From an optimization exercise on the open Yosys and OpenROAD flow, aimed at small area, a short achievable clock period and few clock cycles per item; shortcuts taken in it are not production practice. Function was checked by simulation only, so behaviour that the tests miss may differ from the original.

==> flow/design.v, too long to show whole: its modules and the start of the top module <==
// module real_mul_enc: 17 lines
// module real_mul_core: 8535 lines
// module real_mul_round: 426 lines
// module real_mul_arbiter: 129 lines
module real_mul_arbiter #(
  parameter  int N_REQ     = 4,
  parameter  int IS_DOUBLE = 1,
  localparam int ID_W      = $clog2(N_REQ)
) (
  input  logic                  clk,
  input  logic                  rst,
  input  logic [N_REQ-1:0]      req_valid,
  output logic [N_REQ-1:0]      req_ready,
  input  logic [real_mul_arbiter_pkg::OP_W*N_REQ-1:0] req_op1,
  input  logic [real_mul_arbiter_pkg::OP_W*N_REQ-1:0] req_op2,
  output logic                  rsp_valid,
  input  logic                  rsp_ready,
  output logic [ID_W-1:0]       rsp_id,
  output logic [real_mul_arbiter_pkg::OP_W-1:0] rsp_result,
  output logic                  busy,
  output logic [real_mul_arbiter_pkg::CNT_W-1:0] ops_done
);
  // ...
==> flow/flow/run.sh <==
#!/bin/bash
# Standard synthesis and layout, with two changes to how the layout is made:
# - repair_timing aims for 10 ns of extra setup slack, so the critical paths are sized and
#   buffered for a period well below the clock period;
# - the buffers that the flow puts on every input and output port are the smallest buffer cell.
set -euo pipefail
bash standard.sh SETUP_SLACK_MARGIN=10 "BUFFER_PORTS_ARGS=-buffer_cell sky130_fd_sc_hd__buf_1" finish > standard.log 2>&1
==> flow/standard.sh <==
#!/bin/bash
# synth_recipe.tcl (not shown) runs the flow's synth.tcl, then flattens the netlist and writes it again
# the make line also repeats each setting of config.mk as NAME=value (left out here)
make -C /OpenROAD-flow-scripts/flow DESIGN_CONFIG=/design/flow/config.mk WORK_HOME=/design/flow/orfs CLKGATE_MAP_FILE= SYNTH_SCRIPT=/design/flow/synth_recipe.tcl "${@:-finish}"
==> flow/config.mk <==
export PLATFORM = sky130hd
export DESIGN_NAME = real_mul_arbiter
export DESIGN_NICKNAME = real_mul_arbiter
export VERILOG_FILES = /design/flow/design.v
export SDC_FILE = /design/flow/constraint.sdc
export NUM_CORES = 4
export LEC_CHECK = 0
export CAP_MARGIN = 20
export CORE_MARGIN = 2
export CORE_UTILIZATION = 40
export SLEW_MARGIN = 20
==> flow/constraint.sdc <==
create_clock -name core_clock -period 18.0 [get_ports {clk}]
set_input_delay 3.6000 -clock core_clock [delete_from_list [all_inputs] [get_ports {clk}]]
set_output_delay 3.6000 -clock core_clock [all_outputs]
set_load 0.01 [all_outputs]
==> flow_summary.ini, run 1 <==
[worst_hold_path]
hp-class = reg2reg
whs_path_depth = 0

[critical_path]
start_kind = flip-flop

[logic_synthesis]
synth_area_leaders = fa_1 35%, xnor2_1 12%, a22oi_1 11%
seq_area_frac_synth_pct = 7.73
synth_nets = 10000
synth.most_common_cell = fa_1
synth_async_sr_flop_share_pct = 12.6

[finish]
areaGrowthSynthToFinish_pct = 13.6
seqCellArea_um2 = 5950
layout_commonest_cell = fa_1
nFillCells = 17800
multi_input_area_share_pct = 77.5
n_all_buffers = 986

[floorplanning]
fp.dieArea_um2 = 189000
start_util_pct = 40.1

[grt]
grt-busiest-layer = met2
grt_antenna_before_repair = 58

[flow_run]
maxCapViolCount = 0

[timing]
worst_pin_slew_ns = 1.36
slew_viol_final = 0
rsz0062_at_grt = true

[run_status]
outcome = timing/DRC/antenna clean

[routing]
drc = 0
vias = 73600

[cts]
cts_hold_buf = 0
cts.clk_slew.worst_paths_ns = 0.07
Testbench counts, summed over its fixed seeds: cycles 3,216, items 3,200.
==> inputs of run 2 (changes only) <==
==> flow/flow/run.sh (replaced) <==
#!/bin/bash
# Standard synthesis and layout, with two changes to how the layout is made:
# - repair_timing aims for 10.3 ns of extra setup slack, so the critical paths are sized and
#   buffered for a period well below the clock period;
# - the buffers that the flow puts on every input and output port are the smallest buffer cell.
set -euo pipefail
bash standard.sh SETUP_SLACK_MARGIN=10.3 "BUFFER_PORTS_ARGS=-buffer_cell sky130_fd_sc_hd__buf_1" finish > standard.log 2>&1
==> run 2 against run 1 <==
Worst setup slack gained 0.082 ns. Synthesized area unchanged. Wire length rose by 5.9%. Sequential cell count is the same. Clock skew grew 0.013 ns. Design area rose by 8.0%. Synthesized cell count is the same. Via count up 4.2%. First-iteration DRC count grew 10%. Register-to-register slack improved by 0.12 ns. Critical path type is now in2out.
==> flow_summary.ini, run 2 <==
[timing]
finalSetupViolations = 0
tns_ns = 0
rsz0062_at_grt = true
fin_worst_skew_ns = 0.0457
worst_pin_slew_ns = 1.30
final.min_clock_period_ns = 7.97
timing.final.hold_violations = 0
relSlewSlack_pct = 13.3
post-route-period-util_pct = 44.3
fmax_mhz = 126
slew_viol_final = 0

[logic_synthesis]
synth_area_leaders = fa_1 35%, xnor2_1 12%, a22oi_1 11%
seq_area_frac_synth_pct = 7.73
synth_async_sr_flop_share_pct = 12.6
syn_area_um2 = 74200
yosys_warnings = 3
synth_cell_types = 85
syn_inst = 7918
synth.most_common_cell = fa_1
ys_ff_latch = 239
yosys.area.top_type = fa_1
synth_edf_count = 79
synth-main-ff-cell = dfxtp_1
synth_nets = 10000
avgSynthCellArea_um2 = 9.37
synth_top_area_share_pct = 35.3
synthTopCellsByCount = 1309 x fa_1, 1081 x a22oi_1, 975 x xnor2_1

[place]
io_buffer_count = 606
gp_congestion = 1.07
dp_cells = 10400
dpl_cell_area_um2 = 78700
hpwl_um = 291000

[floorplanning]
start_util_pct = 40.1
core_um2 = 185000
rows = 158
die_h_um = 435
fp.dieArea_um2 = 189000
io_pins = 607
die_w_um = 435

[critical_path]
crit_chain = buf_4, a22oi_2, and4_4, buf_6
worstPathRequired_ns = 14.40
crit_buf_inv = 2
cp_slowest_cell = and4_4
crit_path_end_kind = output port
crit_type = in2out
crit_fanout = 7
worst_ep_arrival_time_ns = 4.37
path_delay_family = buffers and inverters
cpPeakStageDelay_ns = 0.26
start_kind = input pin

[finish]
mostFrequentLayoutCells = 1237 x fa_1, 1012 x a22oi_1, 885 x xnor2_1, 545 x buf_1, 479 x inv_1
design_area_um2 = 91000
areaGrowthSynthToFinish_pct = 22.7
stdcell_count = 10900
nFillCells = 17000
top_regs = a_op1 x64, a_op2 x64, b_s x55
layout_commonest_cell = fa_1
nets = 10500
utilization_pct = 49.2
drive_gt1_share_pct = 17.9

[cts]
clk_latency_ns = 0.66
cts_buffers = 36
cts.clk_slew.worst_paths_ns = 0.05
htreeDepth = 2
clockBufferDepth = 3
cts_tree = yes
cts_root_buf = clkbuf_16
cts_hold_buf = 0
clkSinkCount = 239

[routing]
drt_wl_total_um = 435000
drc = 0
vias = 76700
antenna_left = 0
wl_per_cell_um = 39.8
viasPerCell = 7.02
first_pass_iters = 22
drt_iter0_drc = 13300

[grt]
grt_pass1_wl_um = 579000
grt-ovfl-total = 0
grt_antenna_before_repair = 54
grt_usage_pct = 43.6
grt_start_max_net_pins = 90
grt_pass1_vias = 75000

[run_status]
outcome = timing/DRC/antenna clean

[flow_run]
maxCapViolCount = 0

[worst_hold_path]
hp-class = reg2reg
[run 2: area by class of cell]
type                    count  area, um2  share of cell area [%]
multi-input cells        6390      67900                    74.6
flip-flops and latches    239       5990                    6.58
repair inverters            1       16.3                  0.0179
clock buffers              43       1020                    1.12
repair buffers           1191      10400                    11.4
inverters                 521       2180                    2.40
clock inverters            22        337                   0.370
well taps                2480       3100                    3.41
diodes                     41        103                   0.113
[run 2: layer usage]
| metal | global-route usage, % | up-vias | part of all wire [%] |
|---|---|---|---|
| li1 | - | 28500 | - |
| met1 | 51.0 | 38000 | 33 |
| met2 | 59.4 | 7666 | 38 |
| met3 | 23.1 | 2538 | 18 |
| met4 | 33.4 | 53 | 11 |
| met5 | 0.820 | - | 0.29 |
[run 2: final timing paths]
path | start | end | slack (ns) | depth (start not counted)
min | a_id[0] | b_id[0] | 0.44 | 0
max | req_valid[3] | req_ready[0] | 10.03 | 4
max reg2reg | a_op2[21] | b_s[30] | 10.07 | 25
max in group asynchronous | rst | prec[4] | 14.98 | 1
min in group asynchronous | rst | b_v | 2.81 | 1
min reg2reg | a_id[0] | b_id[0] | 0.44 | 0
[run 2: cells by family (layout without fill, tap and decap cells)]
family	count (synthesis)	in the layout	share of synthesized area, %
AOI/OAI and AO/OA	2121	2121	20.2
adders and majority gates	1598	1598	40.2
xor gates and xnor gates	1445	1445	17.1
buffers and inverters	1306	1778	6.66
and+or+nand+nor	1128	1145	7.04
DFF	239	239	7.73
muxes	81	81	1.13
other	0	41	0
[run 2: through the flow]
stage	worst slack (ns)	hold slack [ns]
2_1_floorplan	9.92	0.410
4_1_cts	10.05	0.441
5_1_grt	10.02	0.457
3_3_place_gp	7.87	0.421
3_5_place_dp	7.91	0.428
6_report	10.03	0.443
[run 2: timing repair]
action / CTS / global route
pin swaps: 63 / 156
cloned: 39 / 37
setup endpoints to repair: 123 / 122
buffers inserted: 168 / 157
gates resized for setup: 680 / 681
==> inputs of run 3 (changes only) <==
==> flow/flow/run.sh (replaced) <==
#!/bin/bash
# Standard synthesis and layout, with these changes to how the layout is made:
# - repair_timing aims for 10 ns of extra setup slack, so the critical paths are sized and
#   buffered for a period well below the clock period;
# - the buffers that the flow puts on every input and output port are the smallest buffer cell;
# - a denser core (55% utilisation) for shorter wires, and clkbuf_8 for the clock tree.
set -euo pipefail
bash standard.sh SETUP_SLACK_MARGIN=10 "BUFFER_PORTS_ARGS=-buffer_cell sky130_fd_sc_hd__buf_1" \
  CORE_UTILIZATION=55 CTS_BUF_LIST=sky130_fd_sc_hd__clkbuf_8 finish > standard.log 2>&1
==> run 3 against run 2 <==
Count of clock-buffer cells in the layout increased by 4. First-iteration DRC count fell by 1.3%. Register-to-register slack worse by 0.17 ns. Sequential share of layout area increased by 0.47 points. Critical path type is now reg2reg. Highest routed layer unchanged. Non-clock buffer count is 167 lower. Sequential cell count unchanged. Utilization grew 14 points.
==> flow_summary.ini, run 3 <==
[timing]
final.min_clock_period_ns = 8.10
rsz0062_at_grt = true
worst_pin_slew_ns = 1.35
fin_worst_skew_ns = 0.0524
relSlewSlack_pct = 9.31
post-route-period-util_pct = 45.0
timing.final.hold_violations = 0
finalSetupViolations = 0
slew_viol_final = 0
tns_ns = 0
fmax_mhz = 123

[finish]
layout_commonest_cell = fa_1
areaGrowthSynthToFinish_pct = 13.5
top_regs = a_op1 x64, a_op2 x64, b_s x55
mostFrequentLayoutCells = 1281 x fa_1, 1055 x a22oi_1, 939 x xnor2_1, 594 x buf_1, 501 x inv_1
stdcell_count = 10000
drive_gt1_share_pct = 12.0
nFillCells = 11500
nets = 10300

[logic_synthesis]
synthTopCellsByCount = 1309 x fa_1, 1081 x a22oi_1, 975 x xnor2_1
synth.most_common_cell = fa_1
ys_ff_latch = 239
yosys_warnings = 3
synth_edf_count = 79
seq_area_frac_synth_pct = 7.73
yosys.area.top_type = fa_1
synth_top_area_share_pct = 35.3
syn_inst = 7918
synth_nets = 10000
syn_area_um2 = 74200
avgSynthCellArea_um2 = 9.37
synth-main-ff-cell = dfxtp_1
synth_async_sr_flop_share_pct = 12.6
synth_area_leaders = fa_1 35%, xnor2_1 12%, a22oi_1 11%
synth_cell_types = 85

[routing]
first_pass_iters = 10
vias = 73500
drc = 0
viasPerCell = 7.32
antenna_left = 0
drt_wl_total_um = 388000
drt_iter0_drc = 13100
wl_per_cell_um = 38.6

[grt]
grt_start_max_net_pins = 98
grt_antenna_before_repair = 30
grt_pass1_wl_um = 532000
grt_pass1_vias = 72000
grt-ovfl-total = 0
grt_usage_pct = 54.9

[cts]
cts_hold_buf = 0
cts_buffers = 44
cts_root_buf = clkbuf_8
clockBufferDepth = 3
clk_latency_ns = 0.71
cts.clk_slew.worst_paths_ns = 0.07
htreeDepth = 2
cts_tree = yes
clkSinkCount = 239

[critical_path]
cp_slowest_cell = fa_1
crit_buf_inv = 5
crit_top_cell = fa_1
worst_ep_arrival_time_ns = 8.52
worstPathRequired_ns = 18.41
crit_fanout = 25
cpPeakStageDelay_ns = 0.55
path_delay_family = adder cells
start_kind = flip-flop
crit_type = reg2reg
crit_path_end_kind = flip-flop

[floorplanning]
io_pins = 607
rows = 134
start_util_pct = 55.5
die_h_um = 371
fp.dieArea_um2 = 138000
die_w_um = 371
core_um2 = 134000

[place]
dp_cells = 9752
gp_congestion = 1.09
hpwl_um = 281000
io_buffer_count = 606

[worst_hold_path]
hp-class = reg2reg

[run_status]
outcome = timing/DRC/antenna clean

[flow_run]
maxCapViolCount = 0
==> run 3: cell type report <==
class                      count  area, um2  share of cell area [%]
antenna                       21       52.6                  0.0624
inverter                     521       2050                    2.43
tap                         1768       2210                    2.63
clock buffer                  47        647                   0.769
timing repair buffer        1024       7160                    8.51
multi-input combinational   6391      65800                    78.2
clock inverter                35        312                   0.370
sequential                   239       5930                    7.04
==> run 3: what timing repair did <==
action | CTS | global route
gates resized for setup | 331 | 358
setup endpoints to repair | 111 | 108
pin swaps | 26 | 52
setup buffers | 68 | 83
cloned | 27 | 12
==> run 3: stage by stage <==
stage	instance area, um2	utilization (%)	hold slack [ns]	worst slack [ns]
2_1_floorplan	74200	-	0.410	9.91
3_3_place_gp	78100	58.4	0.416	7.50
3_5_place_dp	78100	58.4	0.416	7.42
4_1_cts	81400	60.9	0.440	9.99
5_1_grt	84100	62.9	0.442	9.84
6_report	84200	63.0	0.446	9.90
==> run 3: layer usage <==
layer	vias to the layer above	global-route usage, %	part of all wire [%]
met4	46	33.5	8.7
li1	28200	-	-
met2	7188	72.9	38
met1	36200	67.5	34
met3	1911	32.1	19
met5	-	0.455	0.18
==> run 3: path summary, 6_finish.rpt <==
path	startpoint	endpoint	slack, ns	cells past startpoint
hold reg to reg	a_id[0]	b_id[0]	0.45	0
setup / recovery	a_op2[37]	b_s[30]	9.90	25
hold / removal	a_id[0]	b_id[0]	0.45	0
min in group asynchronous	rst	prec[6]	2.96	2
max in group asynchronous	rst	prec[12]	14.76	3
setup reg to reg	a_op2[37]	b_s[30]	9.90	25
==> run 3: logic make-up after synthesis <==
| group | after synthesis | share of synthesized area (%) |
|---|---|---|
| AO/OA/AOI/OAI | 2121 | 20.2 |
| adder cells (fa/ha/maj) | 1598 | 40.2 |
| XOR/XNOR | 1445 | 17.1 |
| buffers and inverters | 1306 | 6.66 |
| flip-flops | 239 | 7.73 |
| AND/OR/NAND/NOR | 1128 | 7.04 |
| multiplexers | 81 | 1.13 |
==> inputs of run 4 (changes only) <==
==> flow/flow/run.sh (replaced) <==
#!/bin/bash
# Standard synthesis and layout, with these changes to how the layout is made:
# - repair_timing aims for 10 ns of extra setup slack, so the critical paths are sized and
#   buffered for a period well below the clock period;
# - the buffers that the flow puts on every input and output port are the smallest buffer cell;
# - clkbuf_8 for the clock tree.
set -euo pipefail
bash standard.sh SETUP_SLACK_MARGIN=10 "BUFFER_PORTS_ARGS=-buffer_cell sky130_fd_sc_hd__buf_1" \
  CTS_BUF_LIST=sky130_fd_sc_hd__clkbuf_8 finish > standard.log 2>&1
==> run 4 against run 3 <==
Via count is essentially flat. Sequential share of layout area about the same. Die area increased by 37%. Utilization down 17 points. Fmax decreased by 0.12%. Worst hold slack got worse by 0.012 ns. Count of clock-buffer cells in the layout increased by 7. Final cell count grew 7.0%. Synthesized area is the same. Critical endpoint is now b_s[20]. Largest cell class unchanged. Highest routed layer unchanged.
==> flow_summary.ini, run 4 <==
[logic_synthesis]
syn_area_um2 = 74200
seq_area_frac_synth_pct = 7.73
synth_nets = 10000
ys_ff_latch = 239
synth_async_sr_flop_share_pct = 12.6
syn_inst = 7918
synth_edf_count = 79
synth-main-ff-cell = dfxtp_1
synth.most_common_cell = fa_1
yosys_warnings = 3
avgSynthCellArea_um2 = 9.37
synth_top_area_share_pct = 35.3
synth_area_leaders = fa_1 35%, xnor2_1 12%, a22oi_1 11%
yosys.area.top_type = fa_1
synth_cell_types = 85
synthTopCellsByCount = 1309 x fa_1, 1081 x a22oi_1, 975 x xnor2_1

[grt]
grt_usage_pct = 43.0
grt_pass1_vias = 75000
grt-ovfl-total = 0
grt_start_max_net_pins = 92
grt_pass1_wl_um = 571000
grt_antenna_before_repair = 50

[cts]
cts_buffers = 47
cts.clk_slew.worst_paths_ns = 0.06
htreeDepth = 2
clockBufferDepth = 3
clkSinkCount = 239
cts_tree = yes
clk_latency_ns = 0.76
cts_hold_buf = 0
cts_root_buf = clkbuf_8

[worst_hold_path]
min-delay-start = a_id[1]
whs_path_depth = 0
hold_path_end = b_id[1]
hp-class = reg2reg

[timing]
tns_ns = 0
relSlewSlack_pct = 10.9
finalSetupViolations = 0
rsz0062_at_grt = true
timing.final.hold_violations = 0
post-route-period-util_pct = 45.1
fin_worst_skew_ns = 0.0560
fmax_mhz = 123
slew_viol_final = 0
final.min_clock_period_ns = 8.11
worst_pin_slew_ns = 1.33
setup_ws_ns = 9.89

[critical_path]
crit_chain = ha_4, inv_1, o22ai_1, ha_1, fa_1, inv_1, fa_1, fa_1, fa_1, fa_1, fa_1, inv_1, ha_1, a21o_1, a21oi_4, o211a_4, a32oi_4, o21ai_4, buf_6, nand2_4, a311o_1, a221oi_2, xnor2_1
crit_type = reg2reg
worstPathRequired_ns = 18.47
crit_fanout = 17
timing.rr.start = a_op2[46]
cpPeakStageDelay_ns = 0.58
crit_path_end_kind = flip-flop
r2r-end = b_s[20]
ff2ff_path_depth = 23
worst_ep_arrival_time_ns = 8.59
start_kind = flip-flop
cp_slowest_cell = ha_4
reg2reg_slack_ns = 9.89
crit_top_cell = fa_1

[routing]
viasPerCell = 6.85
drt_iter0_drc = 11600
vias = 73600
wl_per_cell_um = 38.4
first_pass_iters = 10
drc = 0
drt_wl_total_um = 413000
antenna_left = 0

[finish]
nets = 10300
areaGrowthSynthToFinish_pct = 13.7
drive_gt1_share_pct = 10.8
top_regs = a_op1 x64, a_op2 x64, b_s x55
nFillCells = 17800
mostFrequentLayoutCells = 1307 x fa_1, 1071 x a22oi_1, 968 x xnor2_1, 586 x buf_1, 506 x inv_1
layout_commonest_cell = fa_1

[floorplanning]
rows = 158
fp.dieArea_um2 = 189000
io_pins = 607
core_um2 = 185000
die_h_um = 435
die_w_um = 435
start_util_pct = 40.1

[place]
gp_congestion = 1.06
io_buffer_count = 606
hpwl_um = 292000
dp_slack_ns = 7.87

[flow_run]
maxCapViolCount = 0

[run_status]
outcome = timing/DRC/antenna clean
## run 4: cell counts after synthesis
Identical to the previous run, type by type.
## run 4: kinds of logic (layout without fill, tap and decap cells)
logic type	count (synthesis)	in the layout	share of synthesized area, %
fa+ha+maj	1598	1598	40.2
flops	239	239	7.73
buf+inv	1306	1603	6.66
mux	81	81	1.13
xor+xnor	1445	1445	17.1
other cells	0	41	0
compound gates	2121	2123	20.2
simple gates	1128	1140	7.04
## run 4: routing by layer
layer  vias up  global-route usage, %  share of wire, %
met5         -                  0.231             0.054
met4        24                   34.2                10
met3      2067                   20.4                16
met2      6799                   59.9                40
met1     36600                   50.4                34
li1      28100                      -                 -
## run 4: layout make-up
class,count,area [um2],area share [%]
Multi-Input combinational cell,6387,65400,77.5
Timing Repair Buffer,996,6790,8.05
Sequential cell,239,5940,7.05
Tap cell,2480,3100,3.68
Inverter,521,2070,2.45
Clock buffer,54,743,0.881
Clock inverter,31,229,0.271
Antenna cell,41,103,0.122
Timing Repair inverter,1,11.3,0.0134
## run 4: how the worst max path moves through the flow
stage	from	endpoint	slack, ns	cells after the start
2_1_floorplan	rsp_ready	req_ready[3]	9.91	6
3_3_place_gp	a_op2[19]	b_s[46]	7.92	26
3_5_place_dp	a_op2[19]	b_s[46]	7.87	26
4_1_cts	a_op2[50]	b_s[46]	9.91	24
5_1_grt	b_s[34]	rsp_result[49]	9.95	12
6_report	a_op2[46]	b_s[20]	9.89	23
## run 4: through the flow
stage	area (um2)	utilization, %	instances	hold slack [ns]
finish	84300	45.6	10800	0.435
global placement	78700	42.6	10400	0.414
CTS	82600	44.7	10600	0.433
floorplan	74200	-	7918	0.410
global route	84300	45.6	10700	0.452
detailed placement	78700	42.6	10400	0.418
## run 4: what timing repair did
item | CTS | global route
endpoints found under the hold margin | 0 | 0
endpoints found under the setup margin | 123 | 118
cloned | 24 | 9
buffers inserted | 110 | 62
resized for setup | 381 | 211
pin swaps | 34 | 30
## run 4: worst max-delay path, delay by kind of cell (launching register included)
kind                       cells  cell delay [ns]
adders and majority gates      9             4.04
and+or+nand+nor                1             0.14
DFF                            1             0.40
xor gates and xnor gates       1             0.09
buffers and inverters          4             0.73
AOI/OAI and AO/OA              8             2.36

==> port drivers added, routing unchanged <==
In the flow no input, the clock included, has a driving cell. The finished layouts below were timed again as built, in two steps. Step 1: set_driving_cell puts a clkbuf_16 on clk and a buf_2 on each other input, an assumption about the parent block. Step 2 moves the port delays by t, midway between the first and last clock arrival at a register: inputs arrive t later, outputs are due t later. That takes back most of the time a late clock gives input paths. Three values: ideal ports, drivers, drivers and shift; two values: the first two.
run | t (ns) | slack for setup (ns) | worst setup path at the end | slew at the worst register clock pin (ns)
run 1 | 0.730 | 9.951 / 9.898 / 9.934 | input to output | 0.07 / 0.07
run 2 | 0.716 | 10.033 / 9.976 / 9.995 | input to output | 0.08 / 0.08
run 3 | 0.749 | 9.899 / 9.899 / 9.899 | register to register | 0.10 / 0.10
run 4 | 0.809 | 9.889 / 9.860 / 9.889 | register to register | 0.08 / 0.08
After both steps setup and hold are still met in every run listed. The setup slack of run 2, which loses most, moves by -0.057 ns with the drivers and by -0.038 ns with both steps.
